From an optimization exercise on the open Yosys and OpenROAD flow, aimed at small area, a short achievable clock period and few clock cycles per item; shortcuts taken in it are not production practice. The RTL was checked by simulation tests, not by an equivalence proof against the original design.

==> flow/design.v <==
`timescale 1ns / 1ps
package rmts_pkg;
  localparam int unsigned InDataW  = 72;
  localparam int unsigned OutDataW = 176;
  localparam int unsigned MaskW    = 8;
  localparam logic REQ_LOAD = 1'b0;
  localparam logic REQ_TICK = 1'b1;
  localparam logic [1:0] KIND_CONT   = 2'd0;
  localparam logic [1:0] KIND_START  = 2'd1;
  localparam logic [1:0] KIND_RESUME = 2'd2;
endpackage
`timescale 1ns / 1ps
module rmts_ctrl (
  input  logic clk_i,
  input  logic rst_ni,
  input  logic in_valid_i,
  output logic in_ready_o,
  output logic accept_o,
  output logic out_valid_o,
  input  logic out_ready_i
);
  logic out_valid_q;
  assign in_ready_o  = !out_valid_q || out_ready_i;
  assign accept_o    = in_valid_i && in_ready_o;
  assign out_valid_o = out_valid_q;
  always_ff @(posedge clk_i or negedge rst_ni) begin
    if (!rst_ni) begin
      out_valid_q <= 1'b0;
    end else if (accept_o) begin
      out_valid_q <= 1'b1;
    end else if (out_ready_i) begin
      out_valid_q <= 1'b0;
    end
  end
endmodule
`timescale 1ns / 1ps
module rmts_datapath (
  input  logic                          clk_i,
  input  logic                          rst_ni,
  input  logic                          accept_i,
  input  logic                          req_type_i,
  input  logic [2:0]                    slot_i,
  input  logic [15:0]                   task_id_i,
  input  logic [15:0]                   exec_time_i,
  input  logic [15:0]                   period_i,
  input  logic [15:0]                   job_count_i,
  output logic [rmts_pkg::OutDataW-1:0] out_data_o
);
  localparam int NT = 8;
  logic [15:0] id_q   [NT];
  logic [15:0] exec_q [NT];
  logic [15:0] per_q  [NT];
  logic [15:0] cnt_q  [NT];
  logic [15:0] rem_q  [NT];
  logic [15:0] jobs_q [NT];
  logic [31:0] wait_q [NT];
  logic [NT-1:0] fresh_q;
  logic [NT-1:0] beat_q [NT];
  logic [NT-1:0] act_q, rdy_q, pend_q, seen_q, cur_q, mask_q;
  logic          sw_q, fin_q, ld_q;
  logic [31:0]   time_q, done_q, miss_q, wsum_q, sub_q;
  logic        busy_q, pre_q;
  logic [15:0] run_id_q, pre_id_q, cur_id_q;
  logic [1:0]  kind_q;
  logic is_load, is_tick;
  assign is_load = accept_i && (req_type_i == rmts_pkg::REQ_LOAD);
  assign is_tick = accept_i && (req_type_i == rmts_pkg::REQ_TICK);
  logic [15:0]   ld_exec, ld_per;
  logic [NT-1:0] ld_oh, p_gt, p_eq;
  logic          ld_act;
  logic [31:0]   ld_sub;
  assign ld_exec = (exec_time_i == 16'd0) ? 16'd1 : exec_time_i;
  assign ld_per  = (period_i == 16'd0) ? 16'd1 : period_i;
  assign ld_act  = (job_count_i != 16'd0);
  always_comb begin
    for (int i = 0; i < NT; i++) begin
      ld_oh[i] = (slot_i == 3'(i));
      p_gt[i]  = (ld_per > per_q[i]);
      p_eq[i]  = (ld_per == per_q[i]);
    end
  end
  always_comb begin
    ld_sub = '0;
    for (int i = 0; i < NT; i++) begin
      if (ld_oh[i] && seen_q[i]) ld_sub = wait_q[i] + 32'(pend_q[i]);
    end
  end
  logic [NT-1:0] rone, cone, jone, sel, fin_v, miss_v, dec, rel, rdy_b, rdy_n,
                 winc, act_n, cur_n;
  logic          any, fresh_sel, pre, sw_n;
  logic [15:0]   run_id;
  logic [1:0]    kind;
  always_comb begin
    for (int i = 0; i < NT; i++) begin
      rone[i] = (rem_q[i] == 16'd1);
      cone[i] = (cnt_q[i] == 16'd1);
      jone[i] = (jobs_q[i] == 16'd1);
    end
    for (int i = 0; i < NT; i++) begin
      sel[i] = rdy_q[i];
      for (int j = 0; j < NT; j++) begin
        if (j < i) sel[i] = sel[i] && !(rdy_q[j] && beat_q[j][i]);
        if (j > i) sel[i] = sel[i] && !(rdy_q[j] && !beat_q[i][j]);
      end
    end
    any = |rdy_q;
    for (int i = 0; i < NT; i++) begin
      fin_v[i]  = sel[i] && rone[i];
      miss_v[i] = cone[i] && rdy_q[i] && !fin_v[i];
      dec[i]    = fin_v[i] || miss_v[i];
      rel[i]    = fin_v[i] ? (cone[i] && !jone[i])
                           : (cone[i] && act_q[i] && !(rdy_q[i] && jone[i]));
      rdy_b[i]  = cone[i] ? (rdy_q[i] ? !jone[i] : act_q[i]) : rdy_q[i];
      rdy_n[i]  = fin_v[i] ? (cone[i] && !jone[i]) : rdy_b[i];
      winc[i]   = any && !sel[i] && rdy_b[i];
      act_n[i]  = dec[i] ? !jone[i] : act_q[i];
      cur_n[i]  = any ? (sel[i] && !rone[i] && !cone[i]) : cur_q[i];
    end
    run_id = '0;
    for (int i = 0; i < NT; i++) begin
      if (sel[i]) run_id = run_id | id_q[i];
    end
    fresh_sel = |(sel & fresh_q);
    pre       = any && (|cur_q) && !(|(cur_q & sel));
    kind      = (any && (sw_q || pre)) ? (fresh_sel ? rmts_pkg::KIND_START
                                                    : rmts_pkg::KIND_RESUME)
                                       : rmts_pkg::KIND_CONT;
    sw_n      = any ? (|(sel & (rone | cone))) : sw_q;
  end
  logic [31:0] done_out, miss_out, wsum_out;
  logic [3:0]  miss_cnt;
  logic [2:0]  wait_cnt;
  logic [3:0]  wait_cnt4;
  always_comb begin
    miss_cnt  = '0;
    wait_cnt4 = '0;
    for (int i = 0; i < NT; i++) begin
      miss_cnt  = miss_cnt + 4'(mask_q[i]);
      wait_cnt4 = wait_cnt4 + 4'(pend_q[i]);
    end
  end
  assign wait_cnt = wait_cnt4[2:0];
  assign done_out = done_q + 32'(fin_q);
  assign miss_out = miss_q + 32'(miss_cnt);
  assign wsum_out = wsum_q + {sub_q[31:3], sub_q[2:0] | wait_cnt} + 32'(ld_q);
  assign out_data_o = {2'b00, wsum_out, miss_out, done_out, ~(|act_q), mask_q,
                       fin_q, kind_q, pre_id_q, pre_q, run_id_q, busy_q, time_q};
  always_ff @(posedge clk_i or negedge rst_ni) begin
    if (!rst_ni) begin
      act_q  <= '0;
      rdy_q  <= '0;
      pend_q <= '0;
      seen_q <= '0;
      cur_q  <= '0;
      mask_q <= '0;
      sw_q   <= 1'b1;
      fin_q  <= 1'b0;
      ld_q   <= 1'b0;
      time_q <= '0;
      done_q <= '0;
      miss_q <= '0;
      wsum_q <= '0;
      sub_q  <= '0;
    end else if (accept_i) begin
      done_q <= done_out;
      miss_q <= miss_out;
      wsum_q <= wsum_out;
      if (is_load) begin
        for (int i = 0; i < NT; i++) begin
          if (ld_oh[i]) begin
            act_q[i]  <= ld_act;
            rdy_q[i]  <= ld_act;
            seen_q[i] <= 1'b1;
          end
        end
        pend_q <= '0;
        mask_q <= '0;
        fin_q  <= 1'b0;
        ld_q   <= 1'b1;
        sub_q  <= ~ld_sub;
        cur_q  <= cur_q & ~ld_oh;
        if (|(cur_q & ld_oh)) sw_q <= 1'b1;
      end else begin
        act_q  <= act_n;
        rdy_q  <= rdy_n;
        pend_q <= winc;
        cur_q  <= cur_n;
        mask_q <= miss_v;
        fin_q  <= |fin_v;
        ld_q   <= 1'b0;
        sub_q  <= '0;
        sw_q   <= sw_n;
        time_q <= time_q + 32'd1;
      end
    end
  end
  always_ff @(posedge clk_i) begin
    if (accept_i) begin
      for (int i = 0; i < NT; i++) begin
        wait_q[i] <= wait_q[i] + 32'(pend_q[i]);
      end
      if (is_load) begin
        busy_q   <= 1'b0;
        run_id_q <= '0;
        pre_q    <= 1'b0;
        pre_id_q <= '0;
        kind_q   <= rmts_pkg::KIND_CONT;
        for (int i = 0; i < NT; i++) begin
          if (ld_oh[i]) begin
            id_q[i]    <= task_id_i;
            exec_q[i]  <= ld_exec;
            per_q[i]   <= ld_per;
            cnt_q[i]   <= ld_per;
            rem_q[i]   <= ld_exec;
            jobs_q[i]  <= job_count_i;
            wait_q[i]  <= '0;
            fresh_q[i] <= 1'b1;
          end
        end
        for (int i = 0; i < NT; i++) begin
          for (int j = i + 1; j < NT; j++) begin
            if (ld_oh[i]) beat_q[i][j] <= !p_gt[j];
            if (ld_oh[j]) beat_q[i][j] <= p_gt[i] || p_eq[i];
          end
        end
      end else begin
        busy_q   <= any;
        run_id_q <= run_id;
        pre_q    <= pre;
        pre_id_q <= pre ? cur_id_q : 16'd0;
        kind_q   <= kind;
        if (any) cur_id_q <= run_id;
        for (int i = 0; i < NT; i++) begin
          cnt_q[i] <= cone[i] ? per_q[i] : (cnt_q[i] - 16'd1);
          if (rel[i]) begin
            rem_q[i]   <= exec_q[i];
            fresh_q[i] <= 1'b1;
          end else if (sel[i]) begin
            rem_q[i]   <= rem_q[i] - 16'd1;
            fresh_q[i] <= 1'b0;
          end
          if (dec[i]) jobs_q[i] <= jobs_q[i] - 16'd1;
        end
      end
    end
  end
endmodule
`timescale 1ns / 1ps
module rate_monotonic_tick_scheduler #(
  parameter int unsigned MAX_TASKS = 8
) (
  input  logic                          clk_i,
  input  logic                          rst_ni,
  input  logic                          s_axis_tvalid_i,
  output logic                          s_axis_tready_o,
  input  logic [rmts_pkg::InDataW-1:0]  s_axis_tdata_i,
  input  logic                          s_axis_tuser_i,
  output logic                          m_axis_tvalid_o,
  input  logic                          m_axis_tready_i,
  output logic [rmts_pkg::OutDataW-1:0] m_axis_tdata_o
);
  logic accept;
  rmts_ctrl u_ctrl (
    .clk_i      (clk_i),
    .rst_ni     (rst_ni),
    .in_valid_i (s_axis_tvalid_i),
    .in_ready_o (s_axis_tready_o),
    .accept_o   (accept),
    .out_valid_o(m_axis_tvalid_o),
    .out_ready_i(m_axis_tready_i)
  );
  rmts_datapath u_datapath (
    .clk_i      (clk_i),
    .rst_ni     (rst_ni),
    .accept_i   (accept),
    .req_type_i (s_axis_tuser_i),
    .slot_i     (s_axis_tdata_i[2:0]),
    .task_id_i  (s_axis_tdata_i[18:3]),
    .exec_time_i(s_axis_tdata_i[34:19]),
    .period_i   (s_axis_tdata_i[50:35]),
    .job_count_i(s_axis_tdata_i[66:51]),
    .out_data_o (m_axis_tdata_o)
  );
endmodule
==> flow/run.sh <==
#!/bin/bash
# synth_recipe.tcl (not shown) runs the flow's synth.tcl, then flattens the netlist and writes it again
# the make line also repeats each setting of config.mk as NAME=value (left out here)
make -C /OpenROAD-flow-scripts/flow DESIGN_CONFIG=/design/flow/config.mk WORK_HOME=/design/flow/orfs CLKGATE_MAP_FILE= SYNTH_SCRIPT=/design/flow/synth_recipe.tcl finish
==> flow/config.mk <==
export PLATFORM = sky130hd
export DESIGN_NAME = rate_monotonic_tick_scheduler
export DESIGN_NICKNAME = rate_monotonic_tick_scheduler
export VERILOG_FILES = /design/flow/design.v
export SDC_FILE = /design/flow/constraint.sdc
export NUM_CORES = 4
export LEC_CHECK = 0
export CAP_MARGIN = 20
export CORE_MARGIN = 2
export CORE_UTILIZATION = 30
export SLEW_MARGIN = 20
==> flow/constraint.sdc <==
create_clock -name core_clock -period 10.0 [get_ports {clk_i}]
set_input_delay 2.0000 -clock core_clock [delete_from_list [all_inputs] [get_ports {clk_i}]]
set_output_delay 2.0000 -clock core_clock [all_outputs]
set_load 0.01 [all_outputs]
==> run summary <==
-- state kept, by name (all words and copies together), names as in the netlist, 16 cells and up --
signal and count:
u_datapath.run_id_q 16, u_datapath.sub_q 32, u_datapath.exec_q 128, u_datapath.time_q 32
u_datapath.cur_id_q 16, u_datapath.jobs_q 128, u_datapath.miss_q 32, u_datapath.per_q 128
u_datapath.pre_id_q 16, u_datapath.beat_q 28, u_datapath.rem_q 128, u_datapath.wait_q 256
u_datapath.id_q 128, u_datapath.cnt_q 128, u_datapath.wsum_q 32, u_datapath.done_q 32
-- synth_stat cells (all sizes together) (24+ instances only) --
master  count
edfxtp   1112
nor2      635
nand2     634
o21ai     502
xnor2     378
a21oi     354
xor2      324
inv       275
ha        234
nand3     226
clkbuf    223
dfrtp     211
nor3      179
nand4     127
nor4      102
a22oi      94
and3       86
and2       68
o22ai      63
buf        53
nor2b      44
or4        41
nand2b     40
and4       39
o31ai      35
o21a       34
a21o       33
a31oi      30
o221ai     28
o211ai     24
-- report_power, final --
group | internal, mW | switching, mW
clock | 3.24 | 2.43
combinational | 1.10 | 1.63
sequential | 6.37 | 0.277
-- per-layer routing --
| layer | routed length, um | GRT usage, % | vias up |
|---|---|---|---|
| li1 | - | - | 24200 |
| met4 | 6920 | 6.00 | 4 |
| met1 | 95000 | 24.8 | 26000 |
| met3 | 16600 | 2.83 | 361 |
| met2 | 94900 | 27.1 | 2125 |
| met5 | 27 | 0 | - |
-- worst max-delay path, cell delays in order, from the launching register on --
cell and delay (ns):
dfrtp_1 0.41, ha_1 0.29, inv_1 0.05, fa_1 0.49
fa_1 0.43, fa_1 0.37, inv_1 0.09, fa_1 0.43
or2_2 0.35, ha_1 0.29, a21oi_1 0.28, nor2_1 0.15
o21ai_0 0.44, nand3_2 0.19, a31oi_1 0.30, a31o_1 0.37
a21oi_1 0.13, xnor2_1 0.32, clkdlybuf4s50_1 0.60
-- worst max path at each step --
stage,slack [ns],startpoint,cells after the start,endpoint
after floorplan,2.52,m_axis_tready_i,7,u_datapath.mask_q[2]
after detailed placement,1.95,u_datapath.pend_q[1],18,m_axis_tdata_o[171]
after CTS,1.09,u_datapath.pend_q[1],18,m_axis_tdata_o[171]
after global placement,1.94,u_datapath.pend_q[1],18,m_axis_tdata_o[171]
after global routing,0.94,u_datapath.pend_q[1],18,m_axis_tdata_o[171]
final,1.21,u_datapath.pend_q[1],18,m_axis_tdata_o[171]
-- per-stage QoR --
stage / std cells / util (%)
6_report: 9878 / 35.1
5_1_grt: 9878 / 35.1
4_1_cts: 9872 / 35.1
3_5_place_dp: 9597 / 32.9
3_3_place_gp: 9597 / 32.9
2_1_floorplan: 6505 / -
-- cell type report --
class,instances,share of cell area (%)
antenna,2,0.00618
timing repair buffer,346,4.07
multi-input combinational,4629,35.9
clock buffer,196,5.01
clock inverter,79,1.24
tap,3026,4.68
sequential,1324,47.8
inverter,276,1.30
-- cells by family after synthesis --
group | Yosys count
AOI/OAI and AO/OA | 1337
xor gates and xnor gates | 702
adders and majority gates | 245
buffers and inverters | 552
DFF | 1324
muxes | 24
other | 1
and+or+nand+nor | 2319
==> impl_metrics.env <==
export IMPL_layout_nets=7049
export IMPL_clock_root_buffer="clkbuf_16"
export IMPL_avgViaCountPerCell=5.33
export IMPL_grt_overflow=0
export IMPL_hold_class="flip-flop to flip-flop"
export IMPL_hold_violations=0
export IMPL_crit_fanout=8
export IMPL_critPathRequiredTime_ns=8.00
export IMPL_drive_above_1_share_pct=6.47
export IMPL_r2r_end="u_datapath.wsum_q[31]"
export IMPL_fmax_mhz=114
export IMPL_hold_ws_ns=0.478
export IMPL_postSynthAreaPerCell_um2=10.7
export IMPL_synth_seq_area_share_pct=55.5
export IMPL_synth_edf_count=1112
export IMPL_cts_resized=0
export IMPL_ys_ff_latch=1324
export IMPL_io_pins=255
export IMPL_antenna_found_initial=18
export IMPL_final_area_um2=81000
export IMPL_dpl_cell_area_um2=75800
export IMPL_htree_levels=4
export IMPL_hold_buffers=0
export IMPL_multi_input_area_um2=29100
export IMPL_synthesis_area_um2=69700
export IMPL_powerDensity_nw_per_um2=186
export IMPL_clock_skew_final_ns=0.0840
export IMPL_yosys_area_share_simple_pct=16.2
export IMPL_synth_compound_area_share_pct=11.5
export IMPL_synth_xor_area_share_pct=8.82
export IMPL_clk_pin_slew_worst_paths_ns=0.06
export IMPL_max_cap_violations=0
export IMPL_ir_worst_vdd_mv=0.181
export IMPL_outcome="finished clean"
export IMPL_r2r_slack_ns=4.33
export IMPL_grt_pass1_wl_mm=319
export IMPL_rows=176
export IMPL_layout_commonest_cell="edfxtp_1"
export IMPL_layout_area_seq_um2=38700
export IMPL_numCtsBuffers=150
export IMPL_crit_arrival_ns=6.79
export IMPL_areaGrowthSynthToFinish_pct=16.2
export IMPL_final_cell_mix="edfxtp_1 (1112), nand2_1 (630), nor2_1 (627)"
export IMPL_drtAntennaViolNets=0
export IMPL_rr_worst_depth=17
export IMPL_post_cts_buffers=0
export IMPL_clock_sinks=1324
export IMPL_rsz0062_at_grt="false"
export IMPL_whs_endpoint="u_datapath.time_q[31]"
export IMPL_crit_type="flip-flop to primary output"
export IMPL_synth_cells=6504
export IMPL_vias=52700
export IMPL_relSlewSlack_pct=18.4
export IMPL_synth_area_leaders="edfxtp_1 (48%), dfrtp_1 (7.6%), xnor2_1 (4.8%)"
export IMPL_drc_errors=0
export IMPL_n_fill_cell=22600
export IMPL_post_route_period_util_pct=87.9
export IMPL_port_buffer_count=247
export IMPL_post_route_min_period_ns=8.79
export IMPL_grt_use_total_pct=17.5
export IMPL_yosysTopAreaCellShare_pct=47.9
export IMPL_ys_types=101
export IMPL_slew_violations=0
export IMPL_tns_ns=0
export IMPL_clock_latency_ns=0.85
export IMPL_dr_pass1_iters=6
export IMPL_wl_per_cell_um=21.6
export IMPL_coreArea_um2=231000
export IMPL_critical_path_reg2reg_startpoint="u_datapath.pend_q[1]"
export IMPL_synthMuxAreaShare_pct=0.372
export IMPL_die_h_um=486
export IMPL_ys_warn_count=10
export IMPL_setup_viol=0
export IMPL_hp_start="u_datapath.time_q[31]"
export IMPL_wl_mm=213
export IMPL_grt_start_max_net_pins=156
export IMPL_synth_top_cell_by_area="edfxtp_1"
export IMPL_tritoncts="done"
export IMPL_clock_path_buffers=3
export IMPL_start_kind="flip-flop"
export IMPL_synthArstFlopShare_pct=16.0
export IMPL_post_place_ws_ns=1.95
export IMPL_dp_hpwl_mm=143
export IMPL_synth_top_family_by_area="simple AND/OR/NAND/NOR gates"
export IMPL_die_w_um=486
export IMPL_setup_slack_ns=1.21
export IMPL_tightest_slew_ns=1.22
export IMPL_drt_iter0_drc=5972
export IMPL_gp_congestion=0.892
export IMPL_synth_flop_cell="edfxtp_1"
export IMPL_synth_adder_area_share_pct=4.52
export IMPL_end_kind="primary output"
export IMPL_min_path_cells=1
export IMPL_grt_pass1_vias=50600
export IMPL_p_leak_nw=28.9
export IMPL_power_mw=15.0
export IMPL_initial_core_util_pct=30.2
export IMPL_die_area_um2=236000
Testbench counts, summed over its fixed seeds: cycles 12,808, items 12,800.

==> what the ideal ports hide <==
How much do the figures lean on ideal ports? The routed layout below was timed once more, with nothing changed but the port constraints. Step 1: set_driving_cell puts a clkbuf_16 on clk_i and a buf_2 on each other input, an assumption about the parent block. Step 2 adds t to the input delays and takes it off the output delays; t is the mean of the earliest and latest rising clock arrival at the registers after step 1. Input paths then give back, and output paths get back, about the clock's delay inside the block. Three values: no drivers, after step 1, after step 2; two values: the first two.
shift t [ns]: 0.891
setup slack, ns: 1.206 / 1.127 / 2.018
worst register clock-pin slew, ns: 0.07 / 0.07
After both steps this run still meets setup and hold. The setup slack of this run moves by -0.079 ns with the drivers and by +0.812 ns with both steps.
